Background: an optimization exercise with open tools, aiming at small area and a short achievable clock period. Do not read the settings as production practice.
Function was checked by simulation only, so behaviour that the tests miss may differ from the original.
Power figures rest on the tool's default switching activity, not on a simulated workload.

==> design.v <==
package corePkg;
	localparam int INSTR_W = 16;
	localparam int OP_W = 6;
	localparam int PC_W = 10;
	localparam int OFFS_W = 6;
	localparam int WORD_W = 8;
	localparam int MEM_SIZE = 256;
	localparam int ADDR_W = $clog2(256);
	typedef enum logic [OP_W-1:0] {
		NOP, LDA, LDB, LDCA, LDCB, STA, STB,
		ADDA, ADDB, ADDCA, ADDCB, SUBA, SUBB, SUBCA, SUBCB,
		ANDA, ANDB, ANDCA, ANDCB, ORA, ORB, ORCA, ORCB,
		ASLA, ASRA, JMP,
		BAEQ, BANE, BACS, BACC, BAMI, BAPL,
		BBEQ, BBNE, BBCS, BBCC, BBMI, BBPL
	} opcode_t;
	typedef enum logic [2:0] {
		NO_LOAD, LOAD_CONST_A, LOAD_CONST_B, LOAD_MEM_A, LOAD_MEM_B,
		LOAD_ALU_A, LOAD_ALU_B
	} accCtrl_t;
	typedef enum logic [1:0] {
		MEM_NONE, MEM_READ, MEM_WRITE_A, MEM_WRITE_B
	} memCtrl_t;
	typedef enum logic [1:0] {
		SEL_CONSTANTS = 2'b00,
		SEL_ACUM_A_CONST_B = 2'b01,
		SEL_CONST_A_ACUM_B = 2'b10,
		SEL_ACUM_AB = 2'b11
	} opSel_t;
endpackage
module alu (
	input  logic [corePkg::WORD_W-1:0] aluOper1,
	input  logic [corePkg::WORD_W-1:0] aluOper2,
	input  logic              aluCarryIn,
	input  corePkg::opcode_t           aluOp,
	output logic [corePkg::WORD_W-1:0] aluData,
	output logic              aluCarryOut,
	output logic              aluBranch
);
	logic [corePkg::WORD_W:0] sum;
	logic [corePkg::WORD_W:0] diff;
	logic [corePkg::WORD_W-1:0] subM;
	logic [corePkg::WORD_W-1:0] subS;
	assign subM = (aluOp == corePkg::SUBCB) ? aluOper2 : aluOper1;
	assign subS = (aluOp == corePkg::SUBCB) ? aluOper1 : aluOper2;
	assign sum = {1'b0, aluOper1} + {1'b0, aluOper2};
	assign diff = {1'b0, subM} - {1'b0, subS};
	always_comb begin
		aluData = '0;
		aluCarryOut = aluCarryIn;
		case (aluOp)
			corePkg::ADDA, corePkg::ADDB, corePkg::ADDCA, corePkg::ADDCB: {aluCarryOut, aluData} = sum;
			corePkg::SUBA, corePkg::SUBB, corePkg::SUBCA, corePkg::SUBCB: {aluCarryOut, aluData} = diff;
			corePkg::ANDA, corePkg::ANDB, corePkg::ANDCA, corePkg::ANDCB: aluData = aluOper1 & aluOper2;
			corePkg::ORA, corePkg::ORB, corePkg::ORCA, corePkg::ORCB: aluData = aluOper1 | aluOper2;
			corePkg::ASLA: {aluCarryOut, aluData} = {aluOper1, 1'b0};
			corePkg::ASRA: {aluData, aluCarryOut} = {1'b0, aluOper1};
			default: aluData = '0;
		endcase
	end
	always_comb begin
		case (aluOp)
			corePkg::JMP: aluBranch = 1'b1;
			corePkg::BAEQ: aluBranch = (aluOper1 == '0);
			corePkg::BANE: aluBranch = (aluOper1 != '0);
			corePkg::BAMI: aluBranch = aluOper1[corePkg::WORD_W-1];
			corePkg::BAPL: aluBranch = !aluOper1[corePkg::WORD_W-1];
			corePkg::BBEQ: aluBranch = (aluOper2 == '0);
			corePkg::BBNE: aluBranch = (aluOper2 != '0);
			corePkg::BBMI: aluBranch = aluOper2[corePkg::WORD_W-1];
			corePkg::BBPL: aluBranch = !aluOper2[corePkg::WORD_W-1];
			corePkg::BACS, corePkg::BBCS: aluBranch = aluCarryIn;
			corePkg::BACC, corePkg::BBCC: aluBranch = !aluCarryIn;
			default: aluBranch = 1'b0;
		endcase
	end
endmodule
module idDecoder (
	input  logic               aluClk,
	input  logic               rst,
	input  logic [corePkg::INSTR_W-1:0] instr,
	input  logic [corePkg::PC_W-1:0]    instrPc,
	output corePkg::opcode_t            aluOp,
	output corePkg::opSel_t             outSelMux,
	output corePkg::accCtrl_t           controlAcum,
	output corePkg::memCtrl_t           memControl,
	output logic [corePkg::WORD_W-1:0]  constant,
	output logic [corePkg::PC_W-1:0]    branchDirId
);
	logic [corePkg::OP_W-1:0] rawOp;
	logic opValid;
	corePkg::opcode_t opNext;
	corePkg::opSel_t selNext;
	corePkg::accCtrl_t acumNext;
	corePkg::memCtrl_t memNext;
	logic [corePkg::PC_W-1:0] offsExt;
	logic [corePkg::PC_W-1:0] targetNext;
	assign rawOp = instr[corePkg::INSTR_W-1 -: corePkg::OP_W];
	assign offsExt = {{(corePkg::PC_W-corePkg::OFFS_W){instr[corePkg::OFFS_W-1]}}, instr[corePkg::OFFS_W-1:0]};
	assign targetNext = (rawOp == corePkg::JMP) ? instr[corePkg::PC_W-1:0] : instrPc + offsExt;
	always_comb begin
		opValid = 1'b1;
		selNext = corePkg::SEL_CONSTANTS;
		acumNext = corePkg::NO_LOAD;
		memNext = corePkg::MEM_NONE;
		case (rawOp)
			corePkg::NOP, corePkg::JMP: begin
				selNext = corePkg::SEL_CONSTANTS;
			end
			corePkg::LDA: begin
				acumNext = corePkg::LOAD_MEM_A;
				memNext = corePkg::MEM_READ;
			end
			corePkg::LDB: begin
				acumNext = corePkg::LOAD_MEM_B;
				memNext = corePkg::MEM_READ;
			end
			corePkg::LDCA: acumNext = corePkg::LOAD_CONST_A;
			corePkg::LDCB: acumNext = corePkg::LOAD_CONST_B;
			corePkg::STA: begin
				memNext = corePkg::MEM_WRITE_A;
				selNext = corePkg::SEL_ACUM_A_CONST_B;
			end
			corePkg::STB: begin
				memNext = corePkg::MEM_WRITE_B;
				selNext = corePkg::SEL_CONST_A_ACUM_B;
			end
			corePkg::ADDA, corePkg::SUBA, corePkg::ANDA, corePkg::ORA: begin
				acumNext = corePkg::LOAD_ALU_A;
				selNext = corePkg::SEL_ACUM_AB;
			end
			corePkg::ADDB, corePkg::SUBB, corePkg::ANDB, corePkg::ORB: begin
				acumNext = corePkg::LOAD_ALU_B;
				selNext = corePkg::SEL_ACUM_AB;
			end
			corePkg::ADDCA, corePkg::SUBCA, corePkg::ANDCA, corePkg::ORCA, corePkg::ASLA, corePkg::ASRA: begin
				acumNext = corePkg::LOAD_ALU_A;
				selNext = corePkg::SEL_ACUM_A_CONST_B;
			end
			corePkg::ADDCB, corePkg::SUBCB, corePkg::ANDCB, corePkg::ORCB: begin
				acumNext = corePkg::LOAD_ALU_B;
				selNext = corePkg::SEL_CONST_A_ACUM_B;
			end
			corePkg::BAEQ, corePkg::BANE, corePkg::BACS, corePkg::BACC, corePkg::BAMI, corePkg::BAPL: selNext = corePkg::SEL_ACUM_A_CONST_B;
			corePkg::BBEQ, corePkg::BBNE, corePkg::BBCS, corePkg::BBCC, corePkg::BBMI, corePkg::BBPL: selNext = corePkg::SEL_CONST_A_ACUM_B;
			default: opValid = 1'b0;
		endcase
		opNext = opValid ? corePkg::opcode_t'(rawOp) : corePkg::NOP;
	end
	always_ff @(posedge aluClk) begin
		if (rst) begin
			aluOp <= corePkg::NOP;
			outSelMux <= corePkg::SEL_CONSTANTS;
			controlAcum <= corePkg::NO_LOAD;
			memControl <= corePkg::MEM_NONE;
		end else begin
			aluOp <= opNext;
			outSelMux <= selNext;
			controlAcum <= acumNext;
			memControl <= memNext;
		end
	end
	always_ff @(posedge aluClk) begin
		constant <= instr[corePkg::WORD_W-1:0];
		branchDirId <= targetNext;
	end
endmodule
module exStage (
	input  logic              aluClk,
	input  logic              rst,
	input  corePkg::opcode_t           aluOp,
	input  corePkg::opSel_t            outSelMux,
	input  corePkg::accCtrl_t          controlAcum,
	input  corePkg::memCtrl_t          memControl,
	input  logic [corePkg::WORD_W-1:0] constant,
	input  logic [corePkg::PC_W-1:0]   branchDirId,
	input  logic [corePkg::WORD_W-1:0] accA,
	input  logic [corePkg::WORD_W-1:0] accB,
	input  logic              carry,
	input  logic [corePkg::WORD_W-1:0] memRdData,
	output corePkg::accCtrl_t          wbCtrl,
	output logic [corePkg::WORD_W-1:0] wbData,
	output logic              wbCarry,
	output logic [corePkg::ADDR_W-1:0] memAddr,
	output logic [corePkg::WORD_W-1:0] memWrData,
	output logic              memWe,
	output logic              branchTaken,
	output logic [corePkg::PC_W-1:0]   branchDir
);
	logic [corePkg::WORD_W-1:0] resultReg;
	logic carryChg;
	logic prevCarryChg;
	logic hazardA;
	logic hazardB;
	logic [corePkg::WORD_W-1:0] realA;
	logic [corePkg::WORD_W-1:0] realB;
	logic realCarry;
	logic [corePkg::WORD_W-1:0] aluOper1;
	logic [corePkg::WORD_W-1:0] aluOper2;
	logic [corePkg::WORD_W-1:0] aluData;
	logic aluCarryOut;
	logic aluBranch;
	assign wbData = (wbCtrl == corePkg::LOAD_MEM_A || wbCtrl == corePkg::LOAD_MEM_B) ? memRdData : resultReg;
	assign hazardA = (wbCtrl == corePkg::LOAD_CONST_A) ||
		(wbCtrl == corePkg::LOAD_MEM_A) ||
		(wbCtrl == corePkg::LOAD_ALU_A);
	assign hazardB = (wbCtrl == corePkg::LOAD_CONST_B) ||
		(wbCtrl == corePkg::LOAD_MEM_B) ||
		(wbCtrl == corePkg::LOAD_ALU_B);
	assign carryChg = (aluOp == corePkg::ADDA) ||
		(aluOp == corePkg::ADDB) ||
		(aluOp == corePkg::ADDCA) ||
		(aluOp == corePkg::ADDCB) ||
		(aluOp == corePkg::SUBA) ||
		(aluOp == corePkg::SUBB) ||
		(aluOp == corePkg::SUBCA) ||
		(aluOp == corePkg::SUBCB) ||
		(aluOp == corePkg::ASLA) ||
		(aluOp == corePkg::ASRA);
	assign realA = hazardA ? wbData : accA;
	assign realB = hazardB ? wbData : accB;
	assign realCarry = prevCarryChg ? wbCarry : carry;
	assign aluOper1 = outSelMux[0] ? realA : constant;
	assign aluOper2 = outSelMux[1] ? realB : constant;
	assign memAddr = constant[corePkg::ADDR_W-1:0];
	assign memWrData = (memControl == corePkg::MEM_WRITE_B) ? realB : realA;
	assign memWe = (memControl == corePkg::MEM_WRITE_A) || (memControl == corePkg::MEM_WRITE_B);
	alu aluEx (
		.aluOper1(aluOper1),
		.aluOper2(aluOper2),
		.aluCarryIn(realCarry),
		.aluOp(aluOp),
		.aluData(aluData),
		.aluCarryOut(aluCarryOut),
		.aluBranch(aluBranch)
	);
	always_ff @(posedge aluClk) begin
		if (rst) begin
			wbCtrl <= corePkg::NO_LOAD;
			prevCarryChg <= 1'b0;
			branchTaken <= 1'b0;
		end else begin
			wbCtrl <= controlAcum;
			prevCarryChg <= carryChg;
			branchTaken <= aluBranch;
		end
	end
	always_ff @(posedge aluClk) begin
		resultReg <= (controlAcum == corePkg::LOAD_CONST_A || controlAcum == corePkg::LOAD_CONST_B) ?
			constant : aluData;
		wbCarry <= aluCarryOut;
		branchDir <= branchDirId;
	end
endmodule
module accumulators (
	input  logic              aluClk,
	input  logic              rst,
	input  corePkg::accCtrl_t          wbCtrl,
	input  logic [corePkg::WORD_W-1:0] wbData,
	input  logic              wbCarry,
	output logic [corePkg::WORD_W-1:0] accA,
	output logic [corePkg::WORD_W-1:0] accB,
	output logic              carry
);
	logic loadA;
	logic loadB;
	logic carryWe;
	assign loadA = (wbCtrl == corePkg::LOAD_CONST_A) ||
		(wbCtrl == corePkg::LOAD_MEM_A) ||
		(wbCtrl == corePkg::LOAD_ALU_A);
	assign loadB = (wbCtrl == corePkg::LOAD_CONST_B) ||
		(wbCtrl == corePkg::LOAD_MEM_B) ||
		(wbCtrl == corePkg::LOAD_ALU_B);
	assign carryWe = (wbCtrl == corePkg::LOAD_ALU_A) || (wbCtrl == corePkg::LOAD_ALU_B);
	always_ff @(posedge aluClk) begin
		if (rst) begin
			accA <= '0;
			accB <= '0;
			carry <= 1'b0;
		end else begin
			if (loadA) begin
				accA <= wbData;
			end
			if (loadB) begin
				accB <= wbData;
			end
			if (carryWe) begin
				carry <= wbCarry;
			end
		end
	end
endmodule
module dataMem (
	input  logic              aluClk,
	input  logic [corePkg::ADDR_W-1:0] memAddr,
	input  logic [corePkg::WORD_W-1:0] memWrData,
	input  logic              memWe,
	output logic [corePkg::WORD_W-1:0] memRdData
);
	logic [corePkg::WORD_W-1:0] mem [corePkg::MEM_SIZE];
	always_ff @(posedge aluClk) begin
		if (memWe) begin
			mem[memAddr] <= memWrData;
		end
	end
	always_ff @(posedge aluClk) begin
		memRdData <= mem[memAddr];
	end
endmodule
module cpuCore (
	input  logic               aluClk,
	input  logic               rst,
	input  logic [corePkg::INSTR_W-1:0] instr,
	input  logic [corePkg::PC_W-1:0]    instrPc,
	output logic [corePkg::WORD_W-1:0]  accA,
	output logic [corePkg::WORD_W-1:0]  accB,
	output logic               carry,
	output logic               branchTaken,
	output logic [corePkg::PC_W-1:0]    branchDir
);
	corePkg::opcode_t aluOp;
	corePkg::opSel_t outSelMux;
	corePkg::accCtrl_t controlAcum;
	corePkg::memCtrl_t memControl;
	logic [corePkg::WORD_W-1:0] constant;
	logic [corePkg::PC_W-1:0] branchDirId;
	corePkg::accCtrl_t wbCtrl;
	logic [corePkg::WORD_W-1:0] wbData;
	logic wbCarry;
	logic [corePkg::ADDR_W-1:0] memAddr;
	logic [corePkg::WORD_W-1:0] memWrData;
	logic memWe;
	logic [corePkg::WORD_W-1:0] memRdData;
	idDecoder decoder (
		.aluClk(aluClk),
		.rst(rst),
		.instr(instr),
		.instrPc(instrPc),
		.aluOp(aluOp),
		.outSelMux(outSelMux),
		.controlAcum(controlAcum),
		.memControl(memControl),
		.constant(constant),
		.branchDirId(branchDirId)
	);
	exStage ex (
		.aluClk(aluClk),
		.rst(rst),
		.aluOp(aluOp),
		.outSelMux(outSelMux),
		.controlAcum(controlAcum),
		.memControl(memControl),
		.constant(constant),
		.branchDirId(branchDirId),
		.accA(accA),
		.accB(accB),
		.carry(carry),
		.memRdData(memRdData),
		.wbCtrl(wbCtrl),
		.wbData(wbData),
		.wbCarry(wbCarry),
		.memAddr(memAddr),
		.memWrData(memWrData),
		.memWe(memWe),
		.branchTaken(branchTaken),
		.branchDir(branchDir)
	);
	accumulators acum (
		.aluClk(aluClk),
		.rst(rst),
		.wbCtrl(wbCtrl),
		.wbData(wbData),
		.wbCarry(wbCarry),
		.accA(accA),
		.accB(accB),
		.carry(carry)
	);
	dataMem dmem (
		.aluClk(aluClk),
		.memAddr(memAddr),
		.memWrData(memWrData),
		.memWe(memWe),
		.memRdData(memRdData)
	);
endmodule
==> run.sh <==
#!/bin/bash
# synth_recipe.tcl (not shown) runs the flow's synth.tcl, then flattens the netlist and writes it again
# the make line also repeats each setting of config.mk as NAME=value (left out here)
make -C /OpenROAD-flow-scripts/flow DESIGN_CONFIG=/design/flow/config.mk WORK_HOME=/design/flow/orfs CLKGATE_MAP_FILE= SYNTH_SCRIPT=/design/flow/synth_recipe.tcl finish
==> config.mk <==
export PLATFORM = sky130hd
export DESIGN_NAME = cpuCore
export DESIGN_NICKNAME = cpuCore
export VERILOG_FILES = /design/flow/design.v
export SDC_FILE = /design/flow/constraint.sdc
export NUM_CORES = 4
export LEC_CHECK = 0
export CAP_MARGIN = 20
export CORE_MARGIN = 2
export CORE_UTILIZATION = 40
export SLEW_MARGIN = 20
==> constraint.sdc <==
create_clock -name core_clock -period 3.5 [get_ports {aluClk}]
set_input_delay 0.7000 -clock core_clock [delete_from_list [all_inputs] [get_ports {aluClk}]]
set_output_delay 0.7000 -clock core_clock [all_outputs]
set_load 0.01 [all_outputs]
==> metrics.md <==
| Metric | Value |
|---|---|
| Aggregate global routing overflow | `0` |
| Vias | `42100` |
| Yosys top cell by area | `edfxtp_1` |
| Synthesized area | `83700 um^2` |
| Fin crit share | `0.966` |
| Synth Warn # | `5` |
| DR WL met3 | `15500 um` |
| Fmax | `296 MHz` |
| Routed Antenna Nets | `0` |
| CTS tree | `done` |
| Mapped Avg Cell Area | `21.5 um^2` |
| Post-synthesis async set-or-reset flop share | `0` |
| Power Density | `536 nW/um^2` |
| Cell count after synthesis | `3898` |
| Nature of the critical path endpoint | `flop` |
| Initial cell density of the core | `0.404` |
| CTS Root Cell | `clkbuf_16` |
| HP Start | `decoder.branchDirId[4]$_DFF_P_` |
| Prevailing post-synth register cell | `edfxtp_1` |
| DIE WIDTH | `462 um` |
| Die H | `462 um` |
| Core area | `207000 um^2` |
| DRC Markers | `0` |
| Crit Reg-Reg Startpoint | `decoder.constant[0]$_DFF_P_` |
| Crit path from | `decoder.constant[0]$_DFF_P_` |
| R2R Setup Slk | `0.12 ns` |
| Fin. Hold Viols | `0` |
| Hold-fix buffers, CTS | `0` |
| Drt initial violations | `5382` |
| DR top layer | `met4` |
| Filler-free cell count of the finished design | `7476` |
| Routability-driven placement congestion ratio | `0.870` |
| Area share of the largest cell type after synthesis | `0.734` |
| Leak | `0.0320 uW` |
| GRT Overall Usage | `0.199` |
| Yosys reg bits | `2128` |
| Hold worst-path end | `ex.branchDir[4]$_DFF_P_` |
| Clk slew on worst S/H paths | `0.06 ns` |
| Fill count | `16800` |
| Vias in the first global route | `42000` |
| Pin count of the biggest net entering global routing | `129` |
| Layout cells sized above 1 | `0.336` |
| Worst r2r dst | `dmem.memRdData[6]$_DFF_P_` |
| CP Data Required Time | `4.23 ns` |
| MaxCap Viol Count | `0` |
| Via density | `5.63` |
| Antenna violations before repair | `5` |
| Global-route wire length before repair | `306000 um` |
| Clk_skew | `0.0419 ns` |
| CTS Buf Count | `209` |
| R2R cell count | `9` |
| Most frequent cells in the layout | `2048 x edfxtp_1, 656 x mux4_2, 499 x buf_4, 324 x nor2_1, 214 x clkbuf_16` |
| IO Port Bufs | `55` |
| Hold Crit Depth | `0` |
| Io pins | `56` |
| Largest cells by area after synthesis | `edfxtp_1 73%, mux4_2 18%, dfxtp_1 1.9%` |
| Final setup violation count | `0` |
| Final wirelength | `211000 um` |
| Status | `complete, no violations` |
| Clock Sinks | `2128` |
| Seq/Total Area, Yosys | `0.754` |
| Final instance area | `98800 um^2` |
| DR WL/cell | `28.3 um` |
| Rel. slew slack | `0.391` |
| Post-synth EDFFs | `2048` |
| WS Path Type | `flop to flop` |
| CP max FO | `19` |
| Min Tclk post-route | `3.38 ns` |
| Cell total after placement | `7076` |
| Post-Synthesis Net Count | `3959` |
| Metal-1 WL | `89300 um` |
| CTS H-tree depth | `4` |
| Area growth syn-to-layout | `18.0%` |
| Worst Path Arrival | `4.11 ns` |
| Final nets | `4574` |
| Total Die Area | `213000 um^2` |
| Startpoint types | `flop` |
| Met2 wire length | `101000 um` |
| Slew @ Worst Pin | `0.910 ns` |
| Dpl hpwl | `136000 um` |
| Placement Cell Area | `92000 um^2` |
| Worst-Skew Late Latency | `0.86 ns` |
| Setup TNS | `0 ns` |
| Pins Over Slew Limit | `0` |
| Netlist cell types | `69` |
| Initial DRT Pass Iterations | `6` |
| Max Root-Sink Buffers | `3` |
| Most common cell after layout, fill and taps aside | `edfxtp_1` |
| Cell row count | `167` |
| Worst Hold Class | `flop to flop` |
| VDD IR max | `0.000535 V` |
[logic make-up after synthesis]
logic type / synth area share
adder cells (fa/ha/maj): 0.00511
flip-flops: 0.754
XOR/XNOR: 0.00241
multiplexers: 0.179
buffers and inverters: 0.0133
AND/OR/NAND/NOR: 0.0292
AO/OA/AOI/OAI: 0.0172
[power by group]
| part | switching [uW] | internal (uW) | total [uW] |
|---|---|---|---|
| combinational | 1860 | 1410 | 3270 |
| sequential | 109 | 28000 | 28100 |
| clock | 9560 | 12000 | 21600 |
[metal layers]
metal	GRT usage	vias up
met1	0.287	22600
li1	-	17500
met2	0.316	1718
met3	0.0320	290
met4	0.0525	0
met5	0	-
[area by class of cell]
cell class | count | area [um^2] | share of cell area
antenna | 4 | 10.0 | 0.000101
clock buffer | 277 | 5570 | 0.0563
clock inverter | 105 | 952 | 0.00963
inverter | 36 | 135 | 0.00137
multi-input combinational | 1514 | 19800 | 0.201
sequential | 2128 | 63100 | 0.639
tap | 2788 | 3490 | 0.0353
timing repair buffer | 624 | 5720 | 0.0579
[synthesized netlist by cell type (14+ instances only)]
library cell	number
edfxtp_1	2048
mux4_2	656
nor2_1	326
clkbuf_1	129
nand2_1	97
dfxtp_1	80
buf_2	60
o21ai_0	58
nor2b_1	41
a21oi_1	40
inv_1	35
nand3_1	32
ha_1	31
a22oi_1	18
a31oi_1	17
xnor2_1	16
buf_4	15
mux2i_1	14
[worst max path at each step]
stage,slack [ns],endpoint
final,0.12,dmem.memRdData[6]$_DFF_P_
after global placement,-0.20,dmem.memRdData[2]$_DFF_P_
after floorplan,-0.56,dmem.mem[0][3]$_DFFE_PP_
after detailed placement,-0.27,dmem.memRdData[2]$_DFF_P_
after global routing,-0.005,ex.resultReg[6]$_DFF_P_
after CTS,0.004,ex.resultReg[5]$_DFF_P_
[state kept, by name (all words and copies together) (netlist names)]
register and cells:
decoder.outSelMux 2, decoder.constant 8, acum.carry 1, decoder.controlAcum 3, decoder.memControl 2, ex.branchDir 10, ex.prevCarryChg 1, dmem.mem 2048
ex.wbCtrl 3, decoder.aluOp 6, ex.resultReg 8, acum.accB 8, dmem.memRdData 8, decoder.branchDirId 10, acum.accA 8, ex.branchTaken 1
ex.wbCarry 1
[metrics by stage]
step / hold WS [ns] / setup WS, ns / utilization / total power (uW)
finish: 0.324 / 0.117 / 0.476 / 53000
global placement: 0.310 / -0.200 / 0.443 / 31900
CTS: 0.318 / 0.00417 / 0.475 / 53400
floorplan: 0.310 / -0.560 / - / 30500
global route: 0.334 / -0.00549 / 0.476 / 54500
detailed placement: 0.315 / -0.274 / 0.443 / 31900
[worst max-delay path, stage by stage, from the launching register on]
cell and delay [ns]:
dfxtp_4 0.43, buf_12 0.21, buf_12 0.20, buf_12 0.22
mux4_2 0.53, mux4_2 0.52, nor2b_1 0.16, a31oi_1 0.36
nand2_1 0.10, or4_1 0.48
[what timing repair did]
action	4_1_cts	5_1_grt
endpoints found under the hold margin	0	0
gates resized for setup	7	39
setup endpoints to repair	5	11
pin swaps	0	4
setup buffers	0	12
cloned	0	2

==> separate check: timing with driven ports <==
The flow's constraints put no driver on any port. The routed layout listed below was extracted and timed again, unchanged, in two steps.
Step 1 sets driving cells, clkbuf_16 on the clock port and buf_2 on the other inputs (assumed; they add their load-dependent delay and slew).
Step 2 also shifts input and output timing later by t, the mid clock arrival at the registers, as if the neighbouring blocks saw the same clock.
Three values: ideal, step 1, step 2; two values: the first two.
shift t [ns]: 0.929
setup WS [ns]: 0.117 / 0.117 / 0.117
worst data-port slew with drivers (ns): 0.05
pins driven straight from the clock port: 1
After both steps this run still meets setup and hold. The setup slack of this run moves by 0.000 ns with the drivers and by 0.000 ns with both steps.
